Context: an optimization exercise on an open-source flow, tuned for small area. The choices shown serve that exercise and are no tape-out recipe.
The RTL was checked by simulation tests, not by an equivalence proof against the original design.
Power figures rest on the tool's default switching activity, not on a simulated workload.

== orange ==
==> module legCpu, before the edit <==
module legCpu #(
	parameter int dataWidth = 64
) (
	input  logic clk,
	input  logic reset,
	input  logic [legPkg::instrWidth-1:0] instr,
	output logic [63:0] iaddr,
	output logic [63:0] daddr,
	output logic [63:0] writeData,
	output logic memWrite,
	input  logic [63:0] readData
);
	logic [61:0] pc;
	logic [61:0] pcNext;
	legPkg::decWord fetchDec;
	logic fetchWe;
	logic fetchLd;
	logic fetchSt;
	legPkg::decWord idDec;
	logic idWe;
	logic idLd;
	logic idSt;
	logic [dataWidth-1:0] regs [0:zeroReg-1];
	logic [dataWidth*zeroReg-1:0] regsFlat;
	logic [zeroReg-1:0] valid;
	logic [zeroReg-1:0] wsel;
	logic [zeroReg-1:0] rsel;
	logic [regAddrWidth-1:0] readReg;
	logic readEnable;
	logic [dataWidth-1:0] readPort;
	logic [dataWidth-1:0] wbValue;
	logic phaseRise;
	logic phaseFall;
	logic firstHalf;
	logic [dataWidth-1:0] idA;
	legPkg::exWord idEx;
	legPkg::exWord exDec;
	logic exWe;
	logic exLd;
	logic exSt;
	logic [dataWidth-1:0] exA;
	logic [dataWidth-1:0] exB;
	logic [dataWidth-1:0] exResult;
	logic [dataWidth-1:0] memResult;
	logic [dataWidth-1:0] memStore;
	logic [4:0] memDest;
	logic memWe;
	logic memLd;
	fetchUnit fetch (
		.pc(pc),
		.pcNext(pcNext)
	);
	always_ff @(posedge clk or posedge reset) begin
		if (reset) begin
			pc <= '0;
		end else begin
			pc <= pcNext;
		end
	end
	assign iaddr = {pc, 2'b00};
	instrDecoder decoder (
		.instr(instr),
		.dec(fetchDec),
		.regWrite(fetchWe),
		.isLoad(fetchLd),
		.isStore(fetchSt)
	);
	always_ff @(posedge clk or posedge reset) begin
		if (reset) begin
			phaseRise <= 1'b0;
		end else begin
			phaseRise <= ~phaseRise;
		end
	end
	always_ff @(negedge clk or posedge reset) begin
		if (reset) begin
			phaseFall <= 1'b0;
		end else begin
			phaseFall <= phaseRise;
		end
	end
	assign firstHalf = phaseRise ^ phaseFall;
	for (genvar j = 0; j < dataWidth; j++) begin : wb
		rfHold sel (.we(memLd), .w(readData[j]), .nwe(~memLd), .q(memResult[j]), .d(wbValue[j]));
	end
	always_comb begin
		for (int i = 0; i < zeroReg; i++) begin
			wsel[i] = memWe && memDest == i[4:0];
		end
	end
	always_ff @(posedge clk or posedge reset) begin
		if (reset) begin
			valid <= '0;
		end else begin
			valid <= valid | wsel;
		end
	end
	for (genvar i = 0; i < zeroReg; i++) begin : row
		logic [dataWidth-1:0] d;
		for (genvar j = 0; j < dataWidth; j++) begin : col
			rfHold hold (.we(wsel[i]), .w(wbValue[j]), .nwe(~wsel[i]), .q(regs[i][j]), .d(d[j]));
		end
		always_ff @(posedge clk) begin
			regs[i] <= d;
		end
	end
	assign readReg = firstHalf ? idDec.bits[9:5] : ((idDec.immKind == immD9) ? idDec.bits[4:0] : idDec.bits[20:16]);
	assign readEnable = ~firstHalf | (idDec.immKind != immMov);
	always_comb begin
		for (int i = 0; i < zeroReg; i++) begin
			rsel[i] = valid[i] && readEnable && readReg == i[4:0];
			regsFlat[dataWidth*i +: dataWidth] = regs[i];
		end
	end
	registerFile #(.dataWidth(dataWidth)) regRead (
		.sel(rsel),
		.regs(regsFlat),
		.readData(readPort)
	);
	always_ff @(negedge clk or posedge reset) begin
		if (reset) begin
			idA <= '0;
		end else begin
			idA <= readPort;
		end
	end
	immFormat format (
		.dec(idDec),
		.ex(idEx)
	);
	executeUnit #(.dataWidth(dataWidth)) execute (
		.operandA(exA),
		.operandB(exB),
		.ex(exDec),
		.result(exResult)
	);
	always_ff @(posedge clk or posedge reset) begin
		if (reset) begin
			idWe <= 1'b0;
			idLd <= 1'b0;
			idSt <= 1'b0;
			exWe <= 1'b0;
			exLd <= 1'b0;
			exSt <= 1'b0;
			memWe <= 1'b0;
			memLd <= 1'b0;
			memWrite <= 1'b0;
		end else begin
			idWe <= fetchWe;
			idLd <= fetchLd;
			idSt <= fetchSt;
			exWe <= idWe;
			exLd <= idLd;
			exSt <= idSt;
			memWe <= exWe;
			memLd <= exLd;
			memWrite <= exSt;
		end
	end
	always_ff @(posedge clk) begin
		idDec <= fetchDec;
		exDec <= idEx;
		exA <= idA;
		exB <= readPort;
		memResult <= exResult;
		memStore <= exB;
		memDest <= exDec.dest;
	end
	assign daddr = memResult;
	assign writeData = memStore;
endmodule
export LEC_CHECK = 0
export CAP_MARGIN = 20
export CORE_MARGIN = 2
export CORE_UTILIZATION = 70
export PLACE_DENSITY = 0.78
export SLEW_MARGIN = 20
export SYNTH_HIERARCHICAL = 1
create_clock -name core_clock -period 9.0 [get_ports {clk}]
standard.sh (not shown) runs the stock make flow with config.mk's settings and CLKGATE_MAP_FILE= SYNTH_SCRIPT=/design/flow/synth_recipe.tcl, a recipe that flattens the netlist after the stock synthesis.
==> flow/flow/run.sh <==
#!/bin/bash
# Layout flow: the standard flow (standard.sh), with two changes:
# ports are buffered with the smallest buffer, and the clock tree is
# built from larger sink clusters without dummy loads.
export BUFFER_PORTS_ARGS="-buffer_cell sky130_fd_sc_hd__buf_1"
export CTS_ARGS="-sink_clustering_enable -repair_clock_nets -dont_use_dummy_load -sink_clustering_size 30 -sink_clustering_max_diameter 100"
bash standard.sh finish > standard.log 2>&1
Edits applied to the flow inputs when going from orange to red:
--- a/flow/design.v
+++ b/flow/design.v
@@ -547,7 +547,7 @@
 			regs[i] <= d;
 		end
 	end
-	assign readReg = firstHalf ? idDec.bits[9:5] : ((idDec.immKind == immD9) ? idDec.bits[4:0] : idDec.bits[20:16]);
+	assign readReg = firstHalf ? idDec.bits[9:5] : (idSt ? idDec.bits[4:0] : idDec.bits[20:16]);
 	assign readEnable = ~firstHalf | (idDec.immKind != immMov);
 	always_comb begin
 		for (int i = 0; i < zeroReg; i++) begin
### Flow results
Sequential cell fraction of total power across orange and red: no real change.
orange → red: adder and majority cell fraction of the synthesized area comparable; die area comparable; area fraction of clock buffers and clock inverters comparable.
Compared with orange, in red HPWL reported at the end of detailed placement -about 0.35%, cell count of the worst reg-to-reg path -3.
